This design comes from an exercise in tuning for small area on the open sky130 flow, not from production work.
RTL that was checked went through simulation tests only; none was proved equivalent to the original.
Only the layout flow was run in run 4; the RTL was not checked for function there.

$ cat flow/config.mk
export PLATFORM = sky130hd
export DESIGN_NAME = disparity_filtering_system
export DESIGN_NICKNAME = disparity_filtering_system
export VERILOG_FILES = /design/flow/design.v
export SDC_FILE = /design/flow/constraint.sdc
export NUM_CORES = 4
export LEC_CHECK = 0
export CAP_MARGIN = 20
export CORE_MARGIN = 2
export CORE_UTILIZATION = 40
export SLEW_MARGIN = 20
$ cat flow/constraint.sdc
create_clock -name core_clock -period 9.0 [get_ports {clk}]
set_input_delay 1.8000 -clock core_clock [delete_from_list [all_inputs] [get_ports {clk}]]
set_output_delay 1.8000 -clock core_clock [all_outputs]
set_load 0.01 [all_outputs]
$ cat flow/run.sh
#!/bin/bash
# synth_recipe.tcl (not shown) runs the flow's synth.tcl, then flattens the netlist and writes it again
# the make line also repeats each setting of config.mk as NAME=value (left out here)
make -C /OpenROAD-flow-scripts/flow DESIGN_CONFIG=/design/flow/config.mk WORK_HOME=/design/flow/orfs CLKGATE_MAP_FILE= SYNTH_SCRIPT=/design/flow/synth_recipe.tcl finish
$ cat flow/design.v
package disp_pkg;
    localparam int BLK_W        = 16;
    localparam int BLK_H        = 16;
    localparam int BLK_SIZE     = BLK_W * BLK_H;      
    localparam int DEC          = 2;                  
    localparam int PIX_PER_BLK  = BLK_W / DEC;
    localparam int FRAME_W      = 32;
    localparam int LINE_LEN     = FRAME_W / DEC;      
    localparam int SEARCH_W     = 48;
    localparam int COORD_BITS   = 16;
    localparam int COL_BITS     = $clog2(BLK_W);
    localparam int ROW_CNT_BITS = $clog2(BLK_H + 1);
    localparam int PIX_CNT_BITS = $clog2(PIX_PER_BLK);
    localparam int POS_BITS     = $clog2(LINE_LEN);
    localparam int CLR_BITS     = $clog2(DEC + 1);
    localparam int DISP_BITS    = $clog2(SEARCH_W - BLK_W);
    localparam int CONF_BITS    = 8;
    localparam int DC_BITS      = CONF_BITS + DISP_BITS;
    localparam int WPROD_BITS   = CONF_BITS + CLR_BITS;
    localparam int TAPS         = 3;
    localparam int SUM_C_BITS   = 10;
    localparam int SUM_DC_BITS  = 15;
    localparam int FRAC_BITS    = 3;
    localparam int NUM_BITS     = SUM_DC_BITS + FRAC_BITS;   
    localparam int QUO_BITS     = 8;
    localparam int OUT_BITS     = CONF_BITS + QUO_BITS;
    localparam int DIV_LAT      = QUO_BITS + 1;       
    localparam int BLK_GAP      = PIX_PER_BLK + 1;
endpackage
import disp_pkg::*;
module disparity_filtering_system (
    input  logic                   clk,
    input  logic                   arst_n,
    input  logic [BLK_SIZE-1:0]    xors_in,
    input  logic [CONF_BITS-1:0]   confidence,
    input  logic [COORD_BITS-1:0]  min_coords,
    input  logic                   xors_valid,
    output logic [OUT_BITS-1:0]    disparity,     
    output logic                   disparity_valid,
    output logic                   overrun
);
    function automatic logic [1:0] fa(input logic a, input logic b, input logic c);
        fa = 2'(a) + 2'(b) + 2'(c);
    endfunction
    function automatic logic maj16(input logic [15:0] x);
        logic [1:0] f1, f2, f3, f4, f5, f6, f7, f8, f9, f10, f11;
        f1  = fa(x[0], x[1], x[2]);
        f2  = fa(x[3], x[4], x[5]);
        f3  = fa(x[6], x[7], x[8]);
        f4  = fa(x[9], x[10], x[11]);
        f5  = fa(x[12], x[13], x[14]);
        f6  = fa(f1[0], f2[0], f3[0]);
        f7  = fa(f4[0], f5[0], f6[0]);
        f8  = fa(f1[1], f2[1], f3[1]);
        f9  = fa(f4[1], f5[1], f6[1]);
        f10 = fa(f8[0], f9[0], f7[1]);
        f11 = fa(f8[1], f9[1], f10[1]);
        maj16 = f11[1] & (f11[0] | f10[0] | f7[0] | x[15]);
    endfunction
    function automatic logic [7:0] wgt(input logic [1:0] m, input logic [7:0] c);
        case (m)
            2'b00:   wgt = c;
            2'b11:   wgt = 8'd0;
            default: wgt = {1'b0, c[7:1]};
        endcase
    endfunction
    function automatic logic [7:0] div3(input logic [9:0] x);
        logic [1:0] r;
        logic [2:0] t;
        logic [9:0] q;
        r = 2'd0;
        for (int i = 9; i >= 0; i--) begin
            t    = {r, x[i]};
            q[i] = (t >= 3'd3);
            r    = q[i] ? 2'(t - 3'd3) : t[1:0];
        end
        div3 = q[7:0];
    endfunction
    logic        busy;
    logic [2:0]  cnt;
    logic        lastpar;       
    logic        acc;
    logic        acc0, acc1;    
    logic [15:0] maj;
    assign acc  = xors_valid && !busy;
    assign acc0 = acc && lastpar;
    assign acc1 = acc && !lastpar;
    always_comb
        for (int c = 0; c < BLK_W; c++) begin
            logic [15:0] col;
            for (int r = 0; r < BLK_H; r++)
                col[r] = xors_in[r * BLK_W + c];
            maj[c] = maj16(col);
        end
    logic [15:0] m0, m1;
    logic [7:0]  c0, c1;
    logic [4:0]  d0, d1;
    logic [7:0]  hc;
    logic [4:0]  hd;
    logic [3:0]  hp;            
    always_ff @(posedge clk) begin
        if (acc0) begin
            m0 <= maj;
            c0 <= confidence;
            d0 <= min_coords[4:0];
        end
        if (acc1) begin
            m1 <= maj;
            c1 <= confidence;
            d1 <= min_coords[4:0];
            hc <= c0;
            hd <= d0;
            hp <= m0[15:12];
        end
    end
    logic        s0, s1, spar;
    logic        orun, obpar;
    logic [3:0]  ocnt;
    logic        t9, t10, tpar;
    always_ff @(posedge clk or negedge arst_n) begin
        if (!arst_n) begin
            busy    <= 1'b0;
            cnt     <= '0;
            overrun <= 1'b0;
            lastpar <= 1'b1;
            s0      <= 1'b0;
            s1      <= 1'b0;
            orun    <= 1'b0;
            ocnt    <= '0;
            t9      <= 1'b0;
            t10     <= 1'b0;
        end else begin
            if (xors_valid && busy)
                overrun <= 1'b1;
            if (acc) begin
                busy    <= 1'b1;
                cnt     <= '0;
                lastpar <= !lastpar;
            end else if (busy) begin
                cnt <= cnt + 1'b1;
                if (cnt == 3'd7)
                    busy <= 1'b0;
            end
            s0 <= busy && (cnt == 3'd7);        
            s1 <= s0;
            if (s1) begin                       
                orun <= 1'b1;
                ocnt <= '0;
            end else if (orun) begin
                ocnt <= ocnt + 1'b1;
                if (ocnt == 4'd8)
                    orun <= 1'b0;
            end
            t9  <= orun && (ocnt == 4'd8);      
            t10 <= t9 && tpar;                  
        end
    end
    always_ff @(posedge clk) begin
        if (busy && (cnt == 3'd7))
            spar <= lastpar;
        if (s1)
            obpar <= spar;
        if (orun && (ocnt == 4'd8))
            tpar <= obpar;
    end
    logic [1:0] w0, w1, w2, w3;
    logic [7:0] oc;
    logic [4:0] od;
    logic [15:0] msel;
    assign msel = obpar ? m1 : m0;
    always_ff @(posedge clk) begin
        w0 <= msel[{ocnt[2:0], 1'b0} +: 2];
        w1 <= w0;
        w2 <= w1;
        w3 <= w2;
        if (orun && (ocnt == 4'd1)) begin
            oc <= obpar ? c1 : c0;
            od <= obpar ? d1 : d0;
        end
    end
    logic [7:0] w6, w7, w8, w9;
    logic [8:0] a7, b8;
    logic [9:0] dd7, dd8, x7, x8;
    logic       ge;
    logic [4:0] lo, dl;
    assign w6  = wgt(hp[1:0], hc);
    assign w7  = wgt(hp[3:2], hc);
    assign w8  = wgt(m1[1:0], c1);
    assign w9  = wgt(m1[3:2], c1);
    assign a7  = 9'(w6) + 9'(w7);
    assign b8  = 9'(w8) + 9'(w9);
    assign dd7 = 10'(a7) + 10'(w8);
    assign dd8 = 10'(w7) + 10'(b8);
    assign ge  = (d1 >= hd);
    assign lo  = ge ? hd : d1;
    assign dl  = ge ? (d1 - hd) : (hd - d1);
    assign x7  = ge ? 10'(w8) : 10'(a7);
    assign x8  = ge ? 10'(b8) : 10'(w7);
    logic [3:0] mcnt;
    logic [9:0] ac7, ac8;
    logic [7:0] nq7, nq8;
    always_ff @(posedge clk) begin
        if (acc1)
            mcnt <= '0;
        else if (mcnt != 4'd12)
            mcnt <= mcnt + 1'b1;
    end
    function automatic logic [17:0] mdstep(input logic [3:0] m, input logic [9:0] a,
                                           input logic [7:0] n, input logic [9:0] x,
                                           input logic [9:0] d, input logic [4:0] dl);
        logic [10:0] opa, opb;
        logic [11:0] sum;
        logic        dj, div;
        div = m[2] | m[3];
        case (m[1:0])
            2'd1:    dj = dl[2];
            2'd2:    dj = dl[3];
            2'd3:    dj = dl[4];
            default: dj = dl[1];
        endcase
        if (div) begin
            opa = {a, n[7]};
            opb = ~{1'b0, d};
        end else begin
            opa = (m[1:0] == 2'd0) ? {2'b0, (dl[0] ? x[9:1] : 9'd0)} : {1'b0, a};
            opb = dj ? {1'b0, x} : 11'd0;
        end
        sum = 12'(opa) + 12'(opb) + 12'(div);
        if (div) begin
            mdstep = {(sum[11] ? sum[9:0] : {a[8:0], n[7]}), n[6:0], sum[11]};
        end else if (m[1:0] == 2'd0) begin
            mdstep = {sum[10:1], sum[0], dl[0] & x[0], 6'd0};
        end else begin
            mdstep = {sum[10:1], sum[0], n[7:1]};
        end
    endfunction
    always_ff @(posedge clk) begin
        if (mcnt != 4'd12) begin
            {ac7, nq7} <= mdstep(mcnt, ac7, nq7, x7, dd7, dl);
            {ac8, nq8} <= mdstep(mcnt, ac8, nq8, x8, dd8, dl);
        end
    end
    logic       xwin, lmask, rmask;
    logic [7:0] wl, wc, wr;
    logic [9:0] sc, val;
    logic [7:0] qx;
    assign xwin = orun && obpar && (ocnt[3:1] == 3'd1);       
    assign lmask = orun && !obpar && (ocnt == 4'd3);
    assign rmask = t10;
    assign wl    = lmask ? 8'd0 : wgt(w3, oc);
    assign wc    = wgt(w2, oc);
    assign wr    = rmask ? 8'd0 : wgt(w1, oc);
    assign sc    = 10'(wl) + 10'(wc) + 10'(wr);
    assign val   = xwin ? (ocnt[0] ? dd8 : dd7) : sc;
    assign qx    = ocnt[0] ? {lo + nq8[7:3], nq8[2:0]} : {lo + nq7[7:3], nq7[2:0]};
    assign disparity[15:8] = div3(val);
    assign disparity[7:0]  = (val == 10'd0) ? 8'd0 : (xwin ? qx : {od, 3'b000});
    assign disparity_valid = (orun && ((obpar && (ocnt == 4'd2)) || (ocnt >= 4'd3))) || t9 || t10;
endmodule
==> results of run 1 <==
-- repair_timing --
action | 4_1_cts | 5_1_grt
endpoints found under the setup margin | 5 | 5
pin swaps | 25 | 32
resized for setup | 31 | 30
setup buffers | 11 | 13
-- stage by stage --
step / hold slack (ns) / cells / TNS, ns / util, % / instance area (um2)
4_1_cts: 0.3208 / 2549 / -5.140 / 54.95 / 21680
2_1_floorplan: 0.3096 / 1543 / -3.453 / - / 16100
6_report: 0.3207 / 2562 / -5.290 / 55.50 / 21900
3_3_place_gp: 0.3183 / 2506 / -4.212 / 53.17 / 20980
3_5_place_dp: 0.3340 / 2506 / -5.248 / 53.17 / 20980
5_1_grt: 0.3413 / 2562 / -7.062 / 55.50 / 21900
-- kinds of logic after synthesis --
logic type | synth area share, %
DFF | 27.89
buffers and inverters | 6.245
AOI/OAI and AO/OA | 14.56
xor gates and xnor gates | 3.520
muxes | 5.276
adders and majority gates | 31.93
and+or+nand+nor | 10.58
-- flip-flops by register name, indices dropped and copies added, names as in the netlist, 3 cells and up --
signal,count
ac7,10
ac8,10
c0,8
c1,8
cnt,3
d0,5
d1,5
hc,8
hd,5
hp,4
m0,16
m1,16
mcnt,4
nq7,8
nq8,8
oc,8
ocnt,4
od,5
-- final cells by class --
class                   instances  area share, %
clock inverters                15         0.6857
flip-flops and latches        154          20.23
clock buffers                  17          1.943
multi-input cells            1127          49.63
inverters                     205          3.514
well taps                     525          3.000
repair buffers                519          21.00
-- cell usage after synthesis, drive strengths merged (11+ instances only) --
master,number
dfrtp,14
a21o,37
ha,91
nor2b,14
fa,196
nor2,97
inv,205
o21ai,87
a21oi,71
nand3,21
mux2i,32
dfxtp,12
edfxtp,127
o22ai,12
a22o,16
clkbuf,45
nand2,171
buf,12
and3,15
nor3,11
nand2b,17
mux2,25
xor2,32
o41a,16
xnor2,31
-- worst reg2reg max path, stage by stage (launching register included) --
cell and delay (ns):
edfxtp_1 0.42, inv_1 0.06, ha_1 0.34, nand2b_1 0.17
a21oi_1 0.15, o21bai_1 0.07, a21o_1 0.22, a21oi_4 0.34
buf_4 0.43, nor2b_1 0.09, a221oi_1 0.27, xnor2_1 0.12
nand2_1 0.07, a32o_1 0.64, o22ai_1 0.25, ha_1 0.32
nor2b_1 0.12, o21ai_0 0.17, nand2b_1 0.11, a21o_1 0.19
a21o_1 0.19, a21o_1 0.18, a21o_1 0.20, a21o_1 0.18
a21o_1 0.19, a211o_1 0.54, mux2i_1 0.29, o21ai_0 0.10
-- layer usage --
metal / up-vias / global-route usage (%) / wire [um]
met4: 0 / 4.979 / 653
met2: 294 / 38.92 / 22220
met1: 6152 / 24.83 / 17490
li1: 6238 / - / -
met3: 35 / 3.835 / 1996
met5: - / 0 / 0
-- worst min path at each step --
stage	start	to	slack, ns
final	w0[1]$_DFF_P_	w1[1]$_DFF_P_	0.32
after global routing	w0[1]$_DFF_P_	w1[1]$_DFF_P_	0.34
after CTS	w0[1]$_DFF_P_	w1[1]$_DFF_P_	0.32
after detailed placement	w0[1]$_DFF_P_	w1[1]$_DFF_P_	0.33
after global placement	w0[1]$_DFF_P_	w1[1]$_DFF_P_	0.32
after floorplan	w0[0]$_DFF_P_	w1[0]$_DFF_P_	0.31
==> results.txt, run 1 <==
Crit path launch type = flop
Hold Path Class = reg2reg
Max-cap check violation count = 0
Crit end category = primary output
RR Endpoint = ac7[7]$_DFFE_PP_
CP Depth = 52
Worst r2r src = d1[0]$_DFFE_PP_
Ys async rst share = 9.740%
CP max stage cell = edfxtp_1
Clk slew on worst S/H paths = 0.07 ns
Buf/Inv on CP = 4
DRT Wirelength = 42,360 um
DR vias = 12.72k
Initial Utilization = 40.27%
Pre-CTS setup slack = -2.114 ns
Vias in the first global route = 13.63k
I/O pins = 301
Final Wtd Congestion = 0.8859
ANT cells = 0
Worst slew margin = 30.18%
Post-layout min period = 11.08 ns
CP Data Arrival Time = 9.28 ns
Die H = 203.3 um
Hpwl dp = 35,650 um
Mean Syn Cell Area = 10.30 um2
Post-Syn Area = 0.01589 mm2
Initial antenna violation count = 0
Worst Hold Depth = 0
Crit path max-delay family = compound AO/OA/AOI/OAI gates
Length of the first detailed-routing pass in iterations = 5
DIE AREA = 0.04133 mm2
Final Cycle Share = 123.1%
Die X-Extent = 203.3 um
Core Rows = 73
Seq cells post-synth = 154
RSZ-0062 raised after global routing = true
Area share of the largest cell type after synthesis = 24.70%
Largest area contributor in the netlist = fa_1
Crit-path max FO = 4
Worst Tran Pin Value = 1.046 ns
TritonCTS sink count = 154
Yosys warning total = 1
Remaining global-route overflow = 0
Largest net degree at the start of global routing = 71
WP data required = 7.20 ns
Reg area = 0.004431 mm2
Layout cell share with drive strength beyond 1 = 19.34%
Hold buffers post-CTS = 0
Syn nets = 2,113
Fillers = 3,477
Crit path from = m1[2]$_DFFE_PP_
Drt wl/cell = 16.53 um
Nets = 2,594
Multi-input gate area = 0.01087 mm2
DRC Markers = 0
Main synth FF type = edfxtp_1
Largest cells by area after synthesis = fa_1, edfxtp_1, ha_1
Layout Skew = 0.01670 ns
CTS tree = yes
Post-synth EDFFs = 127
Worst setup path end = disparity[8]
Post-Syn Instances = 1,543
Vias per Instance = 4.964
Antenna-violating nets left = 0
Max clock buf depth = 2
Post-synthesis to final-layout area growth = 37.83%
Crit-path max cell delay = 0.40 ns
Worst Reg-to-Reg Cells = 27
PnR worst setup slack = -2.082 ns
Tot GR Track Use = 20.91%
Root Driver = clkbuf_16
Setup violators final = 4
Status = failed layout checks
SO Faults = setup timing
Commonest non-fill, non-tap cell in the layout = clkdlybuf4s50_1
Core ar. = 0.03946 mm2
Pins Over Slew Limit = 0
Crit Path Category = reg2out
Post-synth cell types = 79
Num CTS Buffers = 17
IO buf count = 289
Sequential area share after synthesis = 27.89%
Drt initial violations = 585
Worst R2R Setup Slack = 2.30 ns
Global-route wire length before repair = 68,140 um
Clock latency on the worst-skew pair = 0.44 ns
Max Freq = 0.09024 GHz
Leading cell types in the layout, fill and taps excluded = clkdlybuf4s50_1, buf_4, inv_1
# H-tree levels = 4
Hold Vio Cnt, Final = 0
Cell repeated most along the worst path = ha_2
==> inputs of run 2 (changes only) <==
--- a/flow/design.v
+++ b/flow/design.v
@@ -113,10 +113,11 @@
             hp <= m0[15:12];
         end
     end
-    logic        s0, s1, spar;
+    logic        s0, spar;
     logic        orun, obpar;
     logic [3:0]  ocnt;
     logic        t9, t10, tpar;
+    logic        dvalid;
     always_ff @(posedge clk or negedge arst_n) begin
         if (!arst_n) begin
             busy    <= 1'b0;
@@ -124,11 +125,11 @@
             overrun <= 1'b0;
             lastpar <= 1'b1;
             s0      <= 1'b0;
-            s1      <= 1'b0;
             orun    <= 1'b0;
             ocnt    <= '0;
             t9      <= 1'b0;
             t10     <= 1'b0;
+            dvalid  <= 1'b0;
         end else begin
             if (xors_valid && busy)
                 overrun <= 1'b1;
@@ -142,8 +143,7 @@
                     busy <= 1'b0;
             end
             s0 <= busy && (cnt == 3'd7);        
-            s1 <= s0;
-            if (s1) begin                       
+            if (s0) begin                       
                 orun <= 1'b1;
                 ocnt <= '0;
             end else if (orun) begin
@@ -153,12 +153,13 @@
             end
             t9  <= orun && (ocnt == 4'd8);      
             t10 <= t9 && tpar;                  
+            dvalid <= (orun && ((obpar && (ocnt == 4'd2)) || (ocnt >= 4'd3))) || t9 || t10;
         end
     end
     always_ff @(posedge clk) begin
         if (busy && (cnt == 3'd7))
             spar <= lastpar;
-        if (s1)
+        if (s0)
             obpar <= spar;
         if (orun && (ocnt == 4'd8))
             tpar <= obpar;
@@ -173,7 +174,7 @@
         w1 <= w0;
         w2 <= w1;
         w3 <= w2;
-        if (orun && (ocnt == 4'd1)) begin
+        if (orun && (ocnt == 4'd2)) begin
             oc <= obpar ? c1 : c0;
             od <= obpar ? d1 : d0;
         end
@@ -202,7 +203,7 @@
     always_ff @(posedge clk) begin
         if (acc1)
             mcnt <= '0;
-        else if (mcnt != 4'd12)
+        else
             mcnt <= mcnt + 1'b1;
     end
     function automatic logic [17:0] mdstep(input logic [3:0] m, input logic [9:0] a,
@@ -235,16 +236,15 @@
         end
     endfunction
     always_ff @(posedge clk) begin
-        if (mcnt != 4'd12) begin
-            {ac7, nq7} <= mdstep(mcnt, ac7, nq7, x7, dd7, dl);
-            {ac8, nq8} <= mdstep(mcnt, ac8, nq8, x8, dd8, dl);
-        end
+        {ac7, nq7} <= mdstep(mcnt, ac7, nq7, x7, dd7, dl);
+        {ac8, nq8} <= mdstep(mcnt - 1'b1, ac8, nq8, x8, dd8, dl);
     end
     logic       xwin, lmask, rmask;
     logic [7:0] wl, wc, wr;
     logic [9:0] sc, val;
-    logic [7:0] qx;
-    assign xwin = orun && obpar && (ocnt[3:1] == 3'd1);       
+    logic [7:0] hi_q, qx, nqs;
+    logic       zero_q, xwin_q, xsel_q;
+    assign xwin  = orun && obpar && (ocnt[3:1] == 3'd1);       
     assign lmask = orun && !obpar && (ocnt == 4'd3);
     assign rmask = t10;
     assign wl    = lmask ? 8'd0 : wgt(w3, oc);
@@ -252,8 +252,15 @@
     assign wr    = rmask ? 8'd0 : wgt(w1, oc);
     assign sc    = 10'(wl) + 10'(wc) + 10'(wr);
     assign val   = xwin ? (ocnt[0] ? dd8 : dd7) : sc;
-    assign qx    = ocnt[0] ? {lo + nq8[7:3], nq8[2:0]} : {lo + nq7[7:3], nq7[2:0]};
-    assign disparity[15:8] = div3(val);
-    assign disparity[7:0]  = (val == 10'd0) ? 8'd0 : (xwin ? qx : {od, 3'b000});
-    assign disparity_valid = (orun && ((obpar && (ocnt == 4'd2)) || (ocnt >= 4'd3))) || t9 || t10;
+    always_ff @(posedge clk) begin
+        hi_q   <= div3(val);
+        zero_q <= (val == 10'd0);
+        xwin_q <= xwin;
+        xsel_q <= ocnt[0];
+    end
+    assign nqs = xsel_q ? nq8 : nq7;
+    assign qx  = {lo + nqs[7:3], nqs[2:0]};
+    assign disparity[15:8] = hi_q;
+    assign disparity[7:0]  = zero_q ? 8'd0 : (xwin_q ? qx : {od, 3'b000});
+    assign disparity_valid = dvalid;
 endmodule
--- a/flow/config.mk
+++ b/flow/config.mk
@@ -5,6 +5,7 @@
 export SDC_FILE = /design/flow/constraint.sdc
 export NUM_CORES = 4
 export LEC_CHECK = 0
+export ABC_AREA = 1
 export CAP_MARGIN = 20
 export CORE_MARGIN = 2
 export CORE_UTILIZATION = 40
==> run 2 against run 1 <==
  * The run now finishes clean
  * Non-clock buffer count fell by 215
  * Flip-flop and latch count grew 11
  * Critical endpoint is now hi_q[0]$_DFF_P_
  * Routed wire length decreased by 1.4%
==> results.txt, run 2 <==
Status = complete, no violations (was failed layout checks)
WP data required = 9.34 ns (was 7.20 ns)
Worst Reg-to-Reg Cells = 64 (was 27)
Hold buffers post-CTS = 0 (unchanged)
Worst R2R Setup Slack = 0.82 ns (was 2.30 ns)
Clock latency on the worst-skew pair = 0.44 ns (about the same)
Layout cell share with drive strength beyond 1 = 5.286% (was 19.34%)
Worst Tran Pin Value = 0.9408 ns (was 1.046 ns)
Post-Syn Instances = 1,755 (was 1,543)
Worst r2r src = m1[2]$_DFFE_PP_ (was d1[0]$_DFFE_PP_)
Nets = 2,619 (was 2,594)
Largest area contributor in the netlist = fa_1 (unchanged)
Initial antenna violation count = 3 (was 0)
Seq cells post-synth = 165 (was 154)
Met3 Track Usage GR = 3.741% (was 3.835%)
Global-route wire length before repair = 66,880 um (was 68,140 um)
Antenna-violating nets left = 0 (unchanged)
Drt wl/cell = 16.17 um (was 16.53 um)
DIE AREA = 0.04081 mm2 (was 0.04133 mm2)
Worst slew margin = 36.70% (was 30.18%)
Crit end category = flop (was primary output)
RR Endpoint = hi_q[0]$_DFF_P_ (was ac7[7]$_DFFE_PP_)
Crit-path max FO = 9 (was 4)
Max clock buf depth = 2 (unchanged)
Post-synth top cells = inv_1, nand2_1, fa_1 (was inv_1, fa_1, nand2_1)
Remaining global-route overflow = 0 (unchanged)
Syn nets = 2,325 (was 2,113)
Num CTS Buffers = 17 (unchanged)
Drt initial violations = 641 (was 585)
Mean Syn Cell Area = 8.937 um2 (was 10.30 um2)
Yosys warning total = 1 (unchanged)
Largest cells by area after synthesis = fa_1, edfxtp_1, inv_1 (was fa_1, edfxtp_1, ha_1)
Setup TNS = 0 ns (was -5.290 ns)
Setup violators final = 0 (was 4)
Post-synth EDFFs = 91 (was 127)
GR Util met2 = 37.03% (was 38.92%)
Regs by FF count = m0 (16), m1 (16) (unchanged)
CP Data Arrival Time = 8.52 ns (was 9.28 ns)
Post-synthesis to final-layout area growth = 26.86% (was 37.83%)
Hpwl dp = 35,850 um (was 35,650 um)
Crit path launch type = flop (unchanged)
Root Driver = clkbuf_16 (unchanged)
Worst Hold Depth = 0 (unchanged)
DR vias = 12.72k (about the same)
TritonCTS sink count = 165 (was 154)
Fillers = 3,622 (was 3,477)
Tot GR Track Use = 20.90% (was 20.91%)
Post-Syn Area = 0.01569 mm2 (was 0.01589 mm2)
Crit-path max cell delay = 0.46 ns (was 0.40 ns)
RSZ-0062 raised after global routing = false (was true)
Final Cycle Share = 90.90% (was 123.1%)
Post-layout min period = 8.181 ns (was 11.08 ns)
Pins Over Slew Limit = 0 (unchanged)
Commonest non-fill, non-tap cell in the layout = inv_1 (was clkdlybuf4s50_1)
Ys async rst share = 9.091% (was 9.740%)
Layout Skew = 0.01038 ns (was 0.01670 ns)
Core Rows = 72 (was 73)
Max Freq = 0.1222 GHz (was 0.09024 GHz)
Top-count cell post-synth = inv_1 (unchanged)
Die H = 202.0 um (was 203.3 um)
CP max stage cell = o311ai_1 (was edfxtp_1)
Hold Vio Cnt, Final = 0 (unchanged)
Post-synth cell types = 53 (was 79)
Hold EP = w3[1]$_DFF_P_ (was w1[1]$_DFF_P_)
Initial Utilization = 40.59% (was 40.27%)
CTS tree = yes (unchanged)
Hold path start = w2[1]$_DFF_P_ (was w0[1]$_DFF_P_)
Hold_ws = 0.3545 ns (was 0.3207 ns)
Vias per Instance = 4.928 (was 4.964)
# H-tree levels = 4 (unchanged)
Die X-Extent = 202.0 um (was 203.3 um)
DRC Markers = 0 (unchanged)
Area share of the largest cell type after synthesis = 25.02% (was 24.70%)
Most Crowded Layer GR = met2 (unchanged)
Cell repeated most along the worst path = nand2_1 (was ha_2)
Sequential area share after synthesis = 27.35% (was 27.89%)
Main synth FF type = edfxtp_1 (unchanged)
Leading cell types in the layout, fill and taps excluded = inv_1, nand2_1, clkdlybuf4s50_1 (was clkdlybuf4s50_1, buf_4, inv_1)
Largest net degree at the start of global routing = 49 (was 71)
Vias in the first global route = 13.09k (was 13.63k)
Max-cap check violation count = 0 (unchanged)
IO buf count = 289 (unchanged)
Crit Path Category = reg2reg (was reg2out)
Clk slew on worst S/H paths = 0.08 ns (was 0.07 ns)
Final Wtd Congestion = 0.8874 (was 0.8859)
Hold Path Class = reg2reg (unchanged)
Met1 Use GR = 26.14% (was 24.83%)
I/O pins = 301 (unchanged)
Core ar. = 0.03865 mm2 (was 0.03946 mm2)
Length of the first detailed-routing pass in iterations = 5 (unchanged)
DRT Wirelength = 41,750 um (was 42,360 um)
run 2: cell types whose count changed after synthesis, moves of 26 or more:
cell,previous run,this run
a21o_1,37,3
dfxtp_1,12,59
edfxtp_1,127,91
inv_1,205,350
mux2i_1,31,5
nand2_1,171,293
nand3_1,21,61
o21ai_0,81,131
o22ai_1,12,42
run 2: kinds of logic after synthesis:
| group | Yosys count | share of synthesized area (%) |
|---|---|---|
| adder cells (fa/ha/maj) | 287 | 32.28 |
| XOR/XNOR | 45 | 2.513 |
| multiplexers | 5 | 0.3191 |
| buffers and inverters | 394 | 9.509 |
| AND/OR/NAND/NOR | 485 | 13.25 |
| flip-flops | 165 | 27.35 |
| AO/OA/AOI/OAI | 374 | 14.78 |
run 2: area by class of cell:
type / instances / area [um2] / area share [%]
multi-input combinational: 1196 / 9955 / 50.03
sequential: 165 / 4290 / 21.56
timing repair buffer: 304 / 3005 / 15.10
inverter: 365 / 1373 / 6.898
tap: 518 / 648.1 / 3.257
clock buffer: 17 / 425.4 / 2.138
clock inverter: 15 / 196.4 / 0.9872
antenna: 2 / 5.005 / 0.02515
run 2: repair_timing:
item,4_1_cts,5_1_grt
endpoints found under the setup margin,0,2
resized for setup,0,8
buffers inserted,0,0
run 2: stage by stage:
stage	setup WS, ns	util (%)	instances	cell area (um2)
floorplan	1.534	-	1755	15690
global placement	0.7891	49.81	2548	19250
detailed placement	0.5121	49.81	2548	19250
CTS	0.4762	51.42	2580	19870
global route	0.00002309	51.49	2582	19900
finish	0.8190	51.49	2582	19900
run 2: worst max path at each step:
stage                    start         endpoint  slack, ns  depth (start not counted)
3_3_place_gp   m1[0]$_DFFE_PP_  hi_q[0]$_DFF_P_       0.79                         64
3_5_place_dp   m1[1]$_DFFE_PP_  hi_q[0]$_DFF_P_       0.51                         64
4_1_cts        m1[0]$_DFFE_PP_  hi_q[0]$_DFF_P_       0.48                         64
6_report       m1[2]$_DFFE_PP_  hi_q[0]$_DFF_P_       0.82                         64
5_1_grt        m1[2]$_DFFE_PP_  hi_q[0]$_DFF_P_    0.00002                         66
2_1_floorplan  m1[0]$_DFFE_PP_  hi_q[0]$_DFF_P_       1.53                         64
run 2: critical path: cells and delay by family, from the launching register on:
| family | cells | cell delay (ns) |
|---|---|---|
| flops | 1 | 0.36 |
| fa+ha+maj | 11 | 2.64 |
| simple gates | 30 | 2.35 |
| xor+xnor | 2 | 0.32 |
| buf+inv | 15 | 1.16 |
| compound gates | 6 | 1.26 |
run 2: metal layers:
| metal | wire (um) | part of all wire (%) | up-vias |
|---|---|---|---|
| met5 | 13 | 0.031 | - |
| met4 | 739 | 1.8 | 2 |
| met3 | 2314 | 5.5 | 39 |
| met2 | 21120 | 51 | 344 |
| met1 | 17560 | 42 | 6011 |
| li1 | - | - | 6328 |
==> inputs of run 3 (changes only) <==
--- a/flow/design.v
+++ b/flow/design.v
@@ -57,6 +57,20 @@
         f11 = fa(f8[1], f9[1], f10[1]);
         maj16 = f11[1] & (f11[0] | f10[0] | f7[0] | x[15]);
     endfunction
+    function automatic logic [10:0] radd(input logic [9:0] a, input logic [9:0] b);
+        logic cy;
+        cy = 1'b0;
+        for (int i = 0; i < 10; i++)
+            {cy, radd[i]} = fa(a[i], b[i], cy);
+        radd[10] = cy;
+    endfunction
+    function automatic logic [9:0] radd3(input logic [7:0] a, input logic [7:0] b,
+                                         input logic [7:0] c);
+        logic [7:0] s, k;
+        for (int i = 0; i < 8; i++)
+            {k[i], s[i]} = fa(a[i], b[i], c[i]);
+        radd3 = 10'(radd(10'(s), {1'b0, k, 1'b0}));
+    endfunction
     function automatic logic [7:0] wgt(input logic [1:0] m, input logic [7:0] c);
         case (m)
             2'b00:   wgt = c;
@@ -188,10 +202,10 @@
     assign w7  = wgt(hp[3:2], hc);
     assign w8  = wgt(m1[1:0], c1);
     assign w9  = wgt(m1[3:2], c1);
-    assign a7  = 9'(w6) + 9'(w7);
-    assign b8  = 9'(w8) + 9'(w9);
-    assign dd7 = 10'(a7) + 10'(w8);
-    assign dd8 = 10'(w7) + 10'(b8);
+    assign a7  = 9'(radd(10'(w6), 10'(w7)));
+    assign b8  = 9'(radd(10'(w8), 10'(w9)));
+    assign dd7 = 10'(radd(10'(a7), 10'(w8)));
+    assign dd8 = 10'(radd(10'(w7), 10'(b8)));
     assign ge  = (d1 >= hd);
     assign lo  = ge ? hd : d1;
     assign dl  = ge ? (d1 - hd) : (hd - d1);
@@ -226,7 +240,13 @@
             opa = (m[1:0] == 2'd0) ? {2'b0, (dl[0] ? x[9:1] : 9'd0)} : {1'b0, a};
             opb = dj ? {1'b0, x} : 11'd0;
         end
-        sum = 12'(opa) + 12'(opb) + 12'(div);
+        begin
+            logic cy;
+            cy = div;
+            for (int i = 0; i < 11; i++)
+                {cy, sum[i]} = fa(opa[i], opb[i], cy);
+            sum[11] = cy;
+        end
         if (div) begin
             mdstep = {(sum[11] ? sum[9:0] : {a[8:0], n[7]}), n[6:0], sum[11]};
         end else if (m[1:0] == 2'd0) begin
@@ -250,7 +270,7 @@
     assign wl    = lmask ? 8'd0 : wgt(w3, oc);
     assign wc    = wgt(w2, oc);
     assign wr    = rmask ? 8'd0 : wgt(w1, oc);
-    assign sc    = 10'(wl) + 10'(wc) + 10'(wr);
+    assign sc    = radd3(wl, wc, wr);
     assign val   = xwin ? (ocnt[0] ? dd8 : dd7) : sc;
     always_ff @(posedge clk) begin
         hi_q   <= div3(val);
==> flow/flow/run.sh (new file) <==
#!/bin/bash
# Standard layout, with the port buffers taken as the smallest plain buffer.
set -euo pipefail
export BUFFER_PORTS_ARGS="-buffer_cell sky130_fd_sc_hd__buf_1"
bash standard.sh > standard.log 2>&1
==> flow/standard.sh (new file) <==
#!/bin/bash
# synth_recipe.tcl (not shown) runs the flow's synth.tcl, then flattens the netlist and writes it again
# the make line also repeats each setting of config.mk as NAME=value (left out here)
make -C /OpenROAD-flow-scripts/flow DESIGN_CONFIG=/design/flow/config.mk WORK_HOME=/design/flow/orfs CLKGATE_MAP_FILE= SYNTH_SCRIPT=/design/flow/synth_recipe.tcl "${@:-finish}"
removed: flow/run.sh
==> run 3 against run 2 <==
  * Still clean on timing, DRC and antenna
  * Area after synthesis shrank 6.5%
  * Worst setup slack lost 0.60 ns
  * Flip-flop and latch count is the same
  * Core utilization shrank 1.9 points
  * Non-clock buffer count grew 97
  * Via count shrank 8.6%
  * Design area shrank 9.4%
  * Critical endpoint unchanged
  * Largest cell class unchanged
==> results.txt, run 3 <==
Main synth FF type = edfxtp_1 (unchanged)
Hold Vio Cnt, Final = 0 (unchanged)
Top Metal Used = met5 (unchanged)
Seq cells post-synth = 165 (unchanged)
Num CTS Buffers = 17 (unchanged)
Worst slew margin = 33.38% (was 36.70%)
Length of the first detailed-routing pass in iterations = 5 (unchanged)
Post-synth cell types = 51 (was 53)
Crit Path Category = reg2reg (unchanged)
Regs by FF count = m0 (16), m1 (16) (unchanged)
CP Data Arrival Time = 9.11 ns (was 8.52 ns)
Max Freq = 0.1139 GHz (was 0.1222 GHz)
Core Rows = 70 (was 72)
Post-synthesis to final-layout area growth = 22.93% (was 26.86%)
Ys async rst share = 9.091% (unchanged)
Initial antenna violation count = 1 (was 3)
Remaining global-route overflow = 0 (unchanged)
IO buf count = 289 (unchanged)
Largest net degree at the start of global routing = 49 (unchanged)
Leading cell types in the layout, fill and taps excluded = inv_1, buf_1, fa_1 (was inv_1, nand2_1, clkdlybuf4s50_1)
Vias in the first global route = 12.27k (was 13.09k)
Crit-path max cell delay = 0.59 ns (was 0.46 ns)
Antenna-violating nets left = 0 (unchanged)
Initial Utilization = 40.37% (was 40.59%)
DIE AREA = 0.03823 mm2 (was 0.04081 mm2)
Crit path launch type = flop (unchanged)
DR vias = 11.63k (was 12.72k)
Layout Skew = 0.01430 ns (was 0.01038 ns)
Worst r2r src = m1[0]$_DFFE_PP_ (was m1[2]$_DFFE_PP_)
Crit end category = flop (unchanged)
Post-synthesis simple-gate area fraction = 10.51% (was 13.25%)
Die H = 195.5 um (was 202.0 um)
Post-Synth XOR/XNOR Area = 0.5372% (was 2.513%)
RSZ-0062 raised after global routing = true (was false)
Vias per Instance = 4.889 (was 4.928)
# H-tree levels = 4 (unchanged)
Hold path start = w0[0]$_DFF_P_ (was w2[1]$_DFF_P_)
Worst Tran Pin Value = 0.9970 ns (was 0.9408 ns)
Status = complete, no violations (unchanged)
Hpwl dp = 30,720 um (was 35,850 um)
Global-route wire length before repair = 59,500 um (was 66,880 um)
Die X-Extent = 195.5 um (was 202.0 um)
Top-count cell post-synth = inv_1 (unchanged)
Nets = 2,468 (was 2,619)
Sequential area share after synthesis = 29.24% (was 27.35%)
Area share of the largest cell type after synthesis = 32.61% (was 25.02%)
Post-synth top cells = inv_1, fa_1, nand2_1 (was inv_1, nand2_1, fa_1)
Adder-Cell Fraction of Synth Area = 36.79% (was 32.28%)
Post-layout min period = 8.779 ns (was 8.181 ns)
Pre-CTS setup slack = -0.5127 ns (was 0.5121 ns)
Layout cell share with drive strength beyond 1 = 14.97% (was 5.286%)
Crit path from = m1[0]$_DFFE_PP_ (was m1[2]$_DFFE_PP_)
Final Wtd Congestion = 0.9136 (was 0.8874)
Core ar. = 0.03635 mm2 (was 0.03865 mm2)
WP data required = 9.33 ns (was 9.34 ns)
Setup violators final = 0 (unchanged)
Hold Path Class = reg2reg (unchanged)
Wire length on met2 = 19,160 um (was 21,120 um)
PnR worst setup slack = 0.2213 ns (was 0.8190 ns)
Clock latency on the worst-skew pair = 0.43 ns (was 0.44 ns)
Final Cycle Share = 97.54% (was 90.90%)
Commonest non-fill, non-tap cell in the layout = inv_1 (unchanged)
Root Driver = clkbuf_16 (unchanged)
Yosys warning total = 1 (unchanged)
CP max stage cell = fa_2 (was o311ai_1)
Mean Syn Cell Area = 9.698 um2 (was 8.937 um2)
Clk slew on worst S/H paths = 0.08 ns (about the same)
Tot GR Track Use = 19.67% (was 20.90%)
Compound-Gate Fraction of Synth Area = 12.89% (was 14.78%)
I/O pins = 301 (unchanged)
DRC Markers = 0 (unchanged)
Routed met1 length = 15,260 um (was 17,560 um)
CTS tree = yes (unchanged)
Largest area contributor in the netlist = fa_1 (unchanged)
DRT Wirelength = 36,900 um (was 41,750 um)
Metal3 WL = 1831 um (was 2314 um)
ANT cells = 0 (was 2)
Post-Syn Area = 0.01467 mm2 (was 0.01569 mm2)
Hold buffers post-CTS = 0 (unchanged)
Syn nets = 2,084 (was 2,325)
Max clock buf depth = 2 (unchanged)
Main combinational cell family by area after synthesis = adder cells (unchanged)
Post-Syn Instances = 1,513 (was 1,755)
Max-cap check violation count = 0 (unchanged)
Post-synthesis mux area share = 0.1364% (was 0.3191%)
Pins Over Slew Limit = 0 (unchanged)
Drt initial violations = 607 (was 641)
Post-synth EDFFs = 91 (unchanged)
Drt wl/cell = 15.52 um (was 16.17 um)
TritonCTS sink count = 165 (unchanged)
Crit-path max FO = 4 (was 9)
Largest cells by area after synthesis = fa_1, edfxtp_1, inv_1 (unchanged)
[run 3: cells by family (layout without fill, tap and decap cells)]
group / Yosys count / count (layout)
buffers and inverters: 380 / 777
AND/OR/NAND/NOR: 358 / 358
AO/OA/AOI/OAI: 311 / 311
adder cells (fa/ha/maj): 288 / 288
flip-flops: 165 / 165
XOR/XNOR: 9 / 9
multiplexers: 2 / 2
[run 3: routing by layer]
layer / vias to the layer above / track usage [%]
li1: 5613 / -
met1: 5628 / 24.21
met2: 340 / 35.85
met3: 44 / 3.212
met4: 2 / 5.033
met5: - / 0
[run 3: final cells by class]
class	count	area, um2
fill	3373	18310
multi-input combinational	968	9341
sequential	165	4290
timing repair buffer	401	1946
inverter	344	1294
tap	468	585.6
clock buffer	17	425.4
clock inverter	15	155.1
[run 3: worst paths after layout]
check                                           end  slack (ns)  depth (start not counted)
max in group asynchronous       ocnt[1]$_DFFE_PN0P_        7.04                          1
worst max-delay path                hi_q[0]$_DFF_P_        0.22                         57
min in group asynchronous       ocnt[2]$_DFFE_PN0P_        1.44                          1
worst min-delay path                  w1[0]$_DFF_P_        0.34                          0
worst max register to register      hi_q[0]$_DFF_P_        0.22                         57
worst min register to register        w1[0]$_DFF_P_        0.34                          0
[run 3: what timing repair did]
action                                  CTS  global route
resized for setup                        55            35
pin swaps                                41            34
setup buffers                            21             3
endpoints found under the setup margin    3             3
[run 3: through the flow]
stage                     TNS (ns)  instances  cell area (um2)  utilization [%]  hold WS (ns)
after floorplan                  0       1513            14740                -        0.3096
after global placement     -0.2419       2321            16920            46.55        0.3099
after detailed placement   -0.9246       2322            16950            46.63        0.3205
after CTS                 -0.07137       2375            17880            49.19        0.3385
after global routing       -0.2238       2378            18040            49.62        0.3553
final                            0       2378            18040            49.62        0.3365
[run 3: critical path: cells and delay by family (launching register included)]
kind,cells,cell delay (ns)
compound gates,6,0.83
simple gates,22,1.78
flops,1,0.39
buf+inv,15,1.28
fa+ha+maj,14,4.37
==> inputs of run 4 (changes only) <==
--- a/flow/design.v
+++ b/flow/design.v
@@ -204,8 +204,8 @@
     assign w9  = wgt(m1[3:2], c1);
     assign a7  = 9'(radd(10'(w6), 10'(w7)));
     assign b8  = 9'(radd(10'(w8), 10'(w9)));
-    assign dd7 = 10'(radd(10'(a7), 10'(w8)));
-    assign dd8 = 10'(radd(10'(w7), 10'(b8)));
+    assign dd7 = radd3(w6, w7, w8);
+    assign dd8 = radd3(w7, w8, w9);
     assign ge  = (d1 >= hd);
     assign lo  = ge ? hd : d1;
     assign dl  = ge ? (d1 - hd) : (hd - d1);
==> flow/flow/run.sh (replaced) <==
#!/bin/bash
# The standard layout with two changes:
#  - port buffers are the smallest plain buffer (buffer_ports -buffer_cell buf_1);
#  - after the standard synthesis, inverters that synthesis left around full-adder cells
#    are removed (flow/invopt.py), kept only if Yosys proves the netlist unchanged.
# Each tool's output goes to a log file of its own in this folder.
set -euo pipefail
export BUFFER_PORTS_ARGS="-buffer_cell sky130_fd_sc_hd__buf_1"
R=orfs/results/${FLOW_PLATFORM}/disparity_filtering_system/base

bash standard.sh synth > synth.log 2>&1

cp $R/1_2_yosys.v synth_orig.v
if python3 flow/invopt.py synth_orig.v synth_opt.v > invopt.log 2>&1; then
    sed "s/^module ${FLOW_TOP}(/module gold(/" synth_orig.v > eq_gold.v
    sed -E -e "s/^module ${FLOW_TOP}\(/module gate(/" -e 's/\b(_[0-9]+_|_invopt_[c0-9]+_)/x\1/g' synth_opt.v > eq_gate.v
    LIB=$(ls ${FLOW_HOME}/platforms/${FLOW_PLATFORM}/lib/*tt_025C_1v80.lib | head -1)
    cat > eq.ys <<EOS
read_liberty -ignore_miss_func $LIB
read_verilog eq_gold.v
read_verilog eq_gate.v
hierarchy -check
flatten
proc
opt_clean
async2sync
dffunmap
equiv_make gold gate eq
hierarchy -top eq
equiv_simple -seq 2
equiv_induct -seq 2
equiv_status -assert
EOS
    if yosys -s eq.ys > equiv.log 2>&1; then
        cp synth_opt.v $R/1_2_yosys.v
        rm -f $R/1_synth.odb $R/1_synth.sdc
        echo "using the optimised netlist" >> invopt.log
    else
        echo "equivalence not proven; keeping the standard netlist" >> invopt.log
    fi
fi

bash standard.sh > standard.log 2>&1
==> flow/flow/invopt.py (new file) <==
#!/usr/bin/env python3
"""Remove inverters around full-adder cells in a Yosys-written sky130 netlist.

A full adder is self-dual: FA(~a, ~b, ~c) = (~cout, ~sum).  Synthesis often leaves
full adders whose inputs come from inverters and whose outputs feed inverters; flipping
such an adder's polarity removes those inverters.  Also collapses inverter pairs.
The netlist's function is unchanged; flip-flops are not touched.
usage: invopt.py in.v out.v
"""
import re, sys
from collections import defaultdict

src = open(sys.argv[1]).read()
m = re.search(r'^module\s+(\w+)\s*\((.*?)\);', src, re.S | re.M)
top = m.group(1)
body = src[m.end():src.rindex('endmodule')]

ports_in, ports_out = set(), set()
decl_lines = []
for line in body.split(';'):
    t = line.strip()
    mm = re.match(r'^(input|output|inout|wire)\s*(\[(\d+):(\d+)\])?\s*(\S+)$', t)
    if not mm:
        continue
    kind, rng, hi, lo, name = mm.groups()
    if kind in ('input', 'output', 'inout'):
        bits = [name] if not rng else ['%s[%d]' % (name, i) for i in range(int(lo), int(hi) + 1)]
        (ports_in if kind == 'input' else ports_out).update(bits)
if 'assign' in body:
    sys.exit('assign statements not handled')

cell_re = re.compile(r'^\s*(sky130_fd_sc_hd__\w+)\s+(\S+)\s*\((.*?)\);', re.S | re.M)
pin_re = re.compile(r'\.(\w+)\(\s*(.*?)\s*\)\s*(?:,|$)', re.S)
cells = {}
order = []
for mm in cell_re.finditer(body):
    typ, name, conns = mm.groups()
    pins = {}
    for p, n in pin_re.findall(conns.strip()):
        pins[p] = n.strip()
    cells[name] = {'type': typ, 'pins': pins}
    order.append(name)
first_cell = cell_re.search(body).start()
header = body[:first_cell]

OUTP = {'X', 'Y', 'Q', 'Q_N', 'COUT', 'SUM', 'HI', 'LO'}
def is_inv(c): return re.match(r'sky130_fd_sc_hd__(clk)?inv_\d+$', cells[c]['type']) is not None
def is_fa(c): return re.match(r'sky130_fd_sc_hd__fa_\d+$', cells[c]['type']) is not None

driver = {}
loads = defaultdict(set)
def rebuild():
    driver.clear(); loads.clear()
    for c, d in cells.items():
        for p, n in d['pins'].items():
            if p in OUTP:
                driver[n] = (c, p)
            else:
                loads[n].add((c, p))
rebuild()

new_id = [0]
new_wires = []
def fresh():
    new_id[0] += 1
    n = '_invopt_%d_' % new_id[0]
    new_wires.append(n)
    return n

def add_inv(a, y):
    new_id[0] += 1
    name = '_invopt_c%d_' % new_id[0]
    cells[name] = {'type': 'sky130_fd_sc_hd__inv_1', 'pins': {'A': a, 'Y': y}}
    order.append(name)
    driver[y] = (name, 'Y'); loads[a].add((name, 'A'))
    return name

def del_cell(c):
    for p, n in cells[c]['pins'].items():
        if p in OUTP:
            if driver.get(n) == (c, p): del driver[n]
        else:
            loads[n].discard((c, p))
    del cells[c]

def connect(c, p, n):
    old = cells[c]['pins'][p]
    loads[old].discard((c, p))
    cells[c]['pins'][p] = n
    loads[n].add((c, p))

def merge(y, n):
    """every load of net y now reads net n (y is not a port)"""
    for (c, p) in list(loads[y]):
        connect(c, p, n)

def inv_of(n):
    """an existing inverter output carrying ~n, or None"""
    for (c, p) in loads[n]:
        if is_inv(c) and cells[c]['pins']['Y'] not in ports_out:
            return cells[c]['pins']['Y']
    return None

def flip_gain(f):
    g = 0
    ins = [cells[f]['pins'][p] for p in ('A', 'B', 'CIN')]
    for n in set(ins):
        d = driver.get(n)
        if d and is_inv(d[0]):
            others = [l for l in loads[n] if l[0] != f]
            if not others and n not in ports_out:
                g += 1
        elif n.startswith("1'") or n.startswith("0'"):
            return -99
        else:
            if inv_of(n) is None:
                g -= 1
    for p in ('COUT', 'SUM'):
        n = cells[f]['pins'][p]
        invl = [c for (c, q) in loads[n] if is_inv(c) and cells[c]['pins']['Y'] not in ports_out]
        other = [l for l in loads[n] if l[0] not in invl] or (n in ports_out)
        g += len(invl)
        if other:
            g -= 1
    return g

def flip(f):
    for p in ('A', 'B', 'CIN'):
        n = cells[f]['pins'][p]
        d = driver.get(n)
        if d and is_inv(d[0]):
            src_n = cells[d[0]]['pins']['A']
            connect(f, p, src_n)
            if not loads[n] and n not in ports_out:
                del_cell(d[0])
        else:
            y = inv_of(n)
            if y is None:
                y = fresh(); add_inv(n, y)
            connect(f, p, y)
    for p in ('COUT', 'SUM'):
        n = cells[f]['pins'][p]
        nn = fresh()
        del driver[n]
        cells[f]['pins'][p] = nn
        driver[nn] = (f, p)
        for (c, q) in list(loads[n]):
            if c in cells and is_inv(c) and cells[c]['pins']['Y'] not in ports_out:
                y = cells[c]['pins']['Y']
                del_cell(c)
                merge(y, nn)
        if loads[n] or n in ports_out:
            add_inv(nn, n)

def collapse_pairs():
    changed = False
    for c in list(cells):
        if c not in cells or not is_inv(c): continue
        a = cells[c]['pins']['A']; y = cells[c]['pins']['Y']
        d = driver.get(a)
        if d and is_inv(d[0]) and y not in ports_out:
            src_n = cells[d[0]]['pins']['A']
            del_cell(c); merge(y, src_n)
            if not loads[a] and a not in ports_out:
                del_cell(d[0])
            changed = True
    return changed

before = sum(1 for c in cells if is_inv(c))
while True:
    changed = collapse_pairs()
    for f in list(cells):
        if f in cells and is_fa(f) and flip_gain(f) > 0:
            flip(f); changed = True
    if not changed:
        break
after = sum(1 for c in cells if is_inv(c))
# drop inverters with no load
for c in list(cells):
    if is_inv(c) and not loads[cells[c]['pins']['Y']] and cells[c]['pins']['Y'] not in ports_out:
        del_cell(c)
final = sum(1 for c in cells if is_inv(c))
sys.stderr.write('inverters: %d -> %d -> %d\n' % (before, after, final))

out = ['module %s(%s);' % (top, m.group(2).strip()), header.rstrip('\n')]
for w in new_wires:
    out.append('  wire %s;' % w)
for c in order:
    if c not in cells: continue
    d = cells[c]
    pins = ',\n'.join('    .%s(%s%s)' % (p, n, ' ' if n.startswith('\\') else '') for p, n in d['pins'].items())
    out.append('  %s %s (\n%s\n  );' % (d['type'], c, pins))
out.append('endmodule')
open(sys.argv[2], 'w').write(src[:m.start()] + '\n'.join(out) + '\n')
--- a/flow/config.mk
+++ b/flow/config.mk
@@ -9,4 +9,5 @@
 export CAP_MARGIN = 20
 export CORE_MARGIN = 2
 export CORE_UTILIZATION = 40
+export GPL_TIMING_DRIVEN = 0
 export SLEW_MARGIN = 20
==> run 4 against run 3 <==
  * Via count down 2.1%
  * Core utilization up 0.055 points
  * Critical path depth up 3
  * Synthesized cell count down 7.5%
  * Critical path type unchanged
==> results.txt, run 4 <==
Syn nets = 1,984 (was 2,084)
DRT Wirelength = 38,030 um (was 36,900 um)
Fillers = 3,295 (was 3,373)
Crit-path max FO = 5 (was 4)
Crit Path Category = reg2reg (unchanged)
Layout cell share with drive strength beyond 1 = 13.65% (was 14.97%)
DIE AREA = 0.03767 mm2 (was 0.03823 mm2)
I/O pins = 301 (unchanged)
Antenna-violating nets left = 0 (unchanged)
Status = complete, no violations (unchanged)
Regs by FF count = m0 (16), m1 (16) (unchanged)
Mean Syn Cell Area = 10.33 um2 (was 9.698 um2)
Final Wtd Congestion = 0.8700 (was 0.9136)
Hold_ws = 0.3294 ns (was 0.3365 ns)
Die X-Extent = 194.1 um (was 195.5 um)
Nets = 2,338 (was 2,468)
Worst Tran Pin Value = 1.001 ns (was 0.9970 ns)
Final Cycle Share = 96.83% (was 97.54%)
Hold Vio Cnt, Final = 0 (unchanged)
Drt wl/cell = 17.06 um (was 15.52 um)
Vias per Instance = 5.109 (was 4.889)
Clock latency on the worst-skew pair = 0.44 ns (was 0.43 ns)
CP max stage cell = fa_1 (was fa_2)
CTS tree = yes (unchanged)
Max clock buf depth = 2 (unchanged)
Core ar. = 0.03557 mm2 (was 0.03635 mm2)
Remaining global-route overflow = 0 (unchanged)
CP Data Arrival Time = 9.05 ns (was 9.11 ns)
Post-Syn Area = 0.01445 mm2 (was 0.01467 mm2)
Yosys warning total = 1 (unchanged)
Layout Skew = 0.01142 ns (was 0.01430 ns)
# H-tree levels = 4 (unchanged)
Setup violators final = 0 (unchanged)
Post-layout min period = 8.715 ns (was 8.779 ns)
Max Freq = 0.1147 GHz (was 0.1139 GHz)
Pins Over Slew Limit = 0 (unchanged)
Clk slew on worst S/H paths = 0.07 ns (was 0.08 ns)
Post-Syn Instances = 1,399 (was 1,513)
Post-synthesis to final-layout area growth = 22.26% (was 22.93%)
WP data required = 9.33 ns (about the same)
RSZ-0062 raised after global routing = true (unchanged)
Worst slew margin = 32.55% (was 33.38%)
Pre-CTS setup slack = -1.007 ns (was -0.5127 ns)
Tot GR Track Use = 19.97% (was 19.67%)
Leading cell types in the layout, fill and taps excluded = buf_1, fa_1, nand2_1 (was inv_1, buf_1, fa_1)
Largest net degree at the start of global routing = 26 (was 49)
Num CTS Buffers = 17 (unchanged)
Initial Utilization = 40.64% (was 40.37%)
Hpwl dp = 31,220 um (was 30,720 um)
Max-cap check violation count = 0 (unchanged)
IO buf count = 289 (unchanged)
Crit path launch type = flop (unchanged)
Vias in the first global route = 11.76k (was 12.27k)
Global-route wire length before repair = 59,390 um (was 59,500 um)
Core Rows = 69 (was 70)
PnR worst setup slack = 0.2852 ns (was 0.2213 ns)
Length of the first detailed-routing pass in iterations = 5 (unchanged)
Initial antenna violation count = 2 (was 1)
Crit-path max cell delay = 0.43 ns (was 0.59 ns)
TritonCTS sink count = 165 (unchanged)
Crit end category = flop (unchanged)
Die H = 194.1 um (was 195.5 um)
Hold Path Class = reg2reg (unchanged)
Commonest non-fill, non-tap cell in the layout = buf_1 (was inv_1)
DR vias = 11.39k (was 11.63k)
Drt initial violations = 674 (was 607)
DRC Markers = 0 (unchanged)
Root Driver = clkbuf_16 (unchanged)
==> run 4: stage by stage <==
| stage | TNS (ns) | util [%] | cells | instance area (um2) |
|---|---|---|---|---|
| global route | -0.1351 | 49.68 | 2229 | 17670 |
| CTS | 0 | 48.15 | 2198 | 17130 |
| floorplan | 0 | - | 1399 | 14490 |
| global placement | -5.161 | 45.42 | 2149 | 16160 |
| finish | 0 | 49.68 | 2229 | 17670 |
| detailed placement | -6.052 | 45.66 | 2152 | 16240 |
==> run 4: area by class of cell <==
class / count / area, um2 / share of cell area, %
diodes: 2 / 5.005 / 0.02832
well taps: 461 / 576.8 / 3.264
repair buffers: 337 / 1511 / 8.553
flip-flops and latches: 165 / 4294 / 24.30
clock buffers: 19 / 442.9 / 2.507
multi-input cells: 984 / 9706 / 54.92
plain buffers: 36 / 190.2 / 1.076
inverters: 212 / 807.0 / 4.567
clock inverters: 13 / 137.6 / 0.7789
==> run 4: repair_timing <==
item                                   CTS  global route
pin swaps                               30            50
setup endpoints to repair               14            22
endpoints found under the hold margin    0             0
hold buffers                             0             0
cloned                                   0             1
setup buffers                           16            28
gates resized for setup                 68            85
==> run 4: final timing paths <==
path | depth (start not counted) | slack (ns) | end | startpoint
worst max-delay path | 60 | 0.29 | hi_q[0]$_DFF_P_ | m1[1]$_DFFE_PP_
worst min-delay path | 0 | 0.33 | w1[1]$_DFF_P_ | w0[1]$_DFF_P_
worst max register to register | 60 | 0.29 | hi_q[0]$_DFF_P_ | m1[1]$_DFFE_PP_
worst min register to register | 0 | 0.33 | w1[1]$_DFF_P_ | w0[1]$_DFF_P_
max in group asynchronous | 1 | 6.95 | ocnt[2]$_DFFE_PN0P_ | arst_n
min in group asynchronous | 1 | 1.45 | overrun$_DFFE_PN0P_ | arst_n
==> run 4: per-layer routing <==
layer / global-route usage (%) / vias to the layer above / share of wire, %
met2: 34.93 / 372 / 51
li1: - / 5364 / -
met1: 25.29 / 5597 / 41
met3: 3.218 / 54 / 5.2
met5: 0 / - / 0
met4: 6.453 / 0 / 2.3
==> run 4: worst max-delay path: cells and delay by family, from the launching register on <==
| family | cells | cell delay [ns] |
|---|---|---|
| fa+ha+maj | 15 | 4.17 |
| compound gates | 8 | 0.93 |
| flops | 1 | 0.34 |
| buf+inv | 16 | 1.26 |
| simple gates | 21 | 1.88 |
==> inputs of run 5 (changes only) <==
--- a/flow/design.v
+++ b/flow/design.v
@@ -267,11 +267,24 @@
     assign xwin  = orun && obpar && (ocnt[3:1] == 3'd1);       
     assign lmask = orun && !obpar && (ocnt == 4'd3);
     assign rmask = t10;
-    assign wl    = lmask ? 8'd0 : wgt(w3, oc);
-    assign wc    = wgt(w2, oc);
-    assign wr    = rmask ? 8'd0 : wgt(w1, oc);
+    always_comb begin
+        logic [1:0] pl, pc, pr;
+        logic [7:0] cl, cr;
+        pl = w3;  pc = w2;  pr = w1;
+        cl = oc;  cr = oc;
+        if (xwin) begin
+            if (!ocnt[0]) begin
+                pl = hp[1:0];  pc = hp[3:2];  pr = m1[1:0];  cr = c1;
+            end else begin
+                pl = hp[3:2];  pc = m1[1:0];  pr = m1[3:2];  cl = hc;
+            end
+        end
+        wl = lmask ? 8'd0 : wgt(pl, cl);
+        wc = wgt(pc, oc);
+        wr = rmask ? 8'd0 : wgt(pr, cr);
+    end
     assign sc    = radd3(wl, wc, wr);
-    assign val   = xwin ? (ocnt[0] ? dd8 : dd7) : sc;
+    assign val   = sc;
     always_ff @(posedge clk) begin
         hi_q   <= div3(val);
         zero_q <= (val == 10'd0);
--- a/flow/config.mk
+++ b/flow/config.mk
@@ -9,5 +9,6 @@
 export CAP_MARGIN = 20
 export CORE_MARGIN = 2
 export CORE_UTILIZATION = 40
+export CTS_BUF_LIST = sky130_fd_sc_hd__clkbuf_8
 export GPL_TIMING_DRIVEN = 0
 export SLEW_MARGIN = 20
==> run 5 against run 4 <==
  * Clock-buffer cell count unchanged
  * Global-route usage rose by 0.14 points
  * Register-to-register slack worse by 0.03 ns
  * Area after synthesis decreased by 0.87%
  * Still clean
  * Sequential share of layout area increased by 0.85 points
  * Core utilization is 1.4 points lower
  * First-iteration DRC count fell by 12%
==> results.txt, run 5 <==
Status = complete, no violations (unchanged)
Crit-path max cell delay = 0.51 ns (was 0.43 ns)
Max Freq = 0.1143 GHz (was 0.1147 GHz)
Mean Syn Cell Area = 10.50 um2 (was 10.33 um2)
RR Endpoint = hi_q[0]$_DFF_P_ (unchanged)
Die X-Extent = 193.3 um (was 194.1 um)
Syn nets = 1,950 (was 1,984)
Worst Hold Depth = 0 (unchanged)
CP max stage cell = fa_1 (unchanged)
Setup violators final = 0 (unchanged)
Drt initial violations = 593 (was 674)
Worst slew margin = 35.05% (was 32.55%)
Post-synthesis to final-layout area growth = 19.15% (was 22.26%)
Worst r2r src = ocnt[3]$_DFFE_PN0P_ (was m1[1]$_DFFE_PP_)
TritonCTS sink count = 165 (unchanged)
Crit path from = ocnt[3]$_DFFE_PN0P_ (was m1[1]$_DFFE_PP_)
# H-tree levels = 4 (unchanged)
Drt wl/cell = 17.13 um (was 17.06 um)
Tot GR Track Use = 20.10% (was 19.97%)
CTS tree = yes (unchanged)
Commonest non-fill, non-tap cell in the layout = buf_1 (unchanged)
Remaining global-route overflow = 0 (unchanged)
Hold Vio Cnt, Final = 0 (unchanged)
Layout Skew = 0.02147 ns (was 0.01142 ns)
Placed inst area = 0.01614 mm2 (was 0.01624 mm2)
Clk slew on worst S/H paths = 0.10 ns (was 0.07 ns)
Final Cycle Share = 97.19% (was 96.83%)
Length of the first detailed-routing pass in iterations = 5 (unchanged)
Crit path max-delay family = adder cells (unchanged)
Buf/Inv on CP = 11 (was 16)
Nets = 2,292 (was 2,338)
Initial Utilization = 40.48% (was 40.64%)
Setup TNS = 0 ns (unchanged)
Worst R2R Setup Slack = 0.25 ns (was 0.29 ns)
DRC Markers = 0 (unchanged)
Global-route wire length before repair = 59,950 um (was 59,390 um)
Crit Path Category = reg2reg (unchanged)
Max clock buf depth = 2 (unchanged)
Max-cap check violation count = 0 (unchanged)
Crit-path max FO = 8 (was 5)
Num CTS Buffers = 17 (unchanged)
Clock latency on the worst-skew pair = 0.48 ns (was 0.44 ns)
Worst Reg-to-Reg Cells = 55 (was 60)
Yosys warning total = 1 (unchanged)
Final Wtd Congestion = 0.8904 (was 0.8700)
Crit path launch type = flop (unchanged)
Die H = 193.3 um (was 194.1 um)
IO buf count = 289 (unchanged)
Core ar. = 0.03540 mm2 (was 0.03557 mm2)
Leading cell types in the layout, fill and taps excluded = buf_1, fa_1, nand2_1 (unchanged)
Met3 Track Usage GR = 3.626% (was 3.218%)
WP data required = 9.37 ns (was 9.33 ns)
PnR worst setup slack = 0.2533 ns (was 0.2852 ns)
I/O pins = 301 (unchanged)
Core Rows = 69 (unchanged)
Post-layout min period = 8.747 ns (was 8.715 ns)
Fillers = 3,389 (was 3,295)
Post-route cell area = 0.01707 mm2 (was 0.01767 mm2)
Hold_ws = 0.3375 ns (was 0.3294 ns)
Antenna-violating nets left = 0 (unchanged)
Post-Syn Instances = 1,365 (was 1,399)
Hold EP = w1[1]$_DFF_P_ (unchanged)
Crit end category = flop (unchanged)
Hpwl dp = 31,210 um (was 31,220 um)
Initial antenna violation count = 5 (was 2)
Pre-CTS setup slack = -0.9679 ns (was -1.007 ns)
Hold Path Class = reg2reg (unchanged)
Most Crowded Layer GR = met2 (unchanged)
Vias in the first global route = 11.90k (was 11.76k)
RSZ-0062 raised after global routing = true (unchanged)
CP Depth = 55 (was 60)
Largest net degree at the start of global routing = 24 (was 26)
DIE AREA = 0.03735 mm2 (was 0.03767 mm2)
Vias per Instance = 5.093 (was 5.109)
DR vias = 11.11k (was 11.39k)
Met1 Use GR = 25.48% (was 25.29%)
Post-Syn Area = 0.01433 mm2 (was 0.01445 mm2)
Layout cell share with drive strength beyond 1 = 10.35% (was 13.65%)
Worst Tran Pin Value = 0.9667 ns (was 1.001 ns)
Pins Over Slew Limit = 0 (unchanged)
Cell repeated most along the worst path = nand2_2
CP Data Arrival Time = 9.12 ns (was 9.05 ns)
Regs by FF count = m0 (16), m1 (16) (unchanged)
Hold path start = w0[1]$_DFF_P_ (unchanged)
Root Driver = clkbuf_8 (was clkbuf_16)
DRT Wirelength = 37,390 um (was 38,030 um)
GR Util met2 = 35.33% (was 34.93%)
## run 5: worst max-delay path by stage
stage,end
after detailed placement,hi_q[0]$_DFF_P_
after global routing,hi_q[0]$_DFF_P_
after CTS,hi_q[0]$_DFF_P_
after floorplan,hi_q[0]$_DFF_P_
after global placement,hi_q[0]$_DFF_P_
final,hi_q[0]$_DFF_P_
## run 5: layout make-up
cell class / count / area, um2 / area share (%)
multi-input cells: 977 / 9497 / 55.62
flip-flops and latches: 165 / 4294 / 25.15
repair buffers: 324 / 1413 / 8.274
inverters: 187 / 716.9 / 4.199
well taps: 461 / 576.8 / 3.379
clock buffers: 19 / 261.5 / 1.532
clock inverters: 13 / 156.4 / 0.9161
plain buffers: 35 / 155.1 / 0.9088
diodes: 1 / 2.502 / 0.01466
## run 5: through the flow
step	std cells	utilization (%)
3_3_place_gp	2115	45.30
2_1_floorplan	1365	-
3_5_place_dp	2119	45.59
6_report	2182	48.23
4_1_cts	2168	47.27
5_1_grt	2182	48.23
## run 5: what timing repair did
| action | 4_1_cts | 5_1_grt |
|---|---|---|
| hold buffers | 0 | 0 |
| pin swaps | 16 | 35 |
| resized for setup | 19 | 51 |
| setup buffers | 18 | 13 |
| setup endpoints to repair | 3 | 5 |
## run 5: per-layer routing
metal | share of wire (%) | up-vias
li1 | - | 5253
met1 | 41 | 5459
met2 | 51 | 350
met3 | 5.2 | 46
met4 | 2.2 | 6
met5 | 0.091 | -

afterwards: timing with drivers on the ports:
The results above use ideal ports. As a check the final layouts listed here were re-extracted and re-timed, cells and wires unchanged. Step 1 assumes that a clkbuf_16 drives the clock port and a buf_2 every other input. Step 2 moves the port delays by t, midway between the first and last clock arrival at a register: inputs arrive t later, outputs are due t later. That takes back most of the time a late clock gives input paths. Three values: no drivers, after step 1, after step 2; two values: the first two.
| run | t (ns) | setup slack, ns | latest minus earliest clock arrival (ns) |
|---|---|---|---|
| run 1 | 0.480 | -2.082 / -2.129 / -1.648 | 0.017 / 0.017 |
| run 2 | 0.484 | 0.819 / 0.819 / 0.819 | 0.010 / 0.011 |
| run 3 | 0.476 | 0.221 / 0.221 / 0.221 | 0.015 / 0.014 |
| run 4 | 0.487 | 0.285 / 0.285 / 0.285 | 0.012 / 0.013 |
| run 5 | 0.515 | 0.253 / 0.253 / 0.253 | 0.022 / 0.022 |
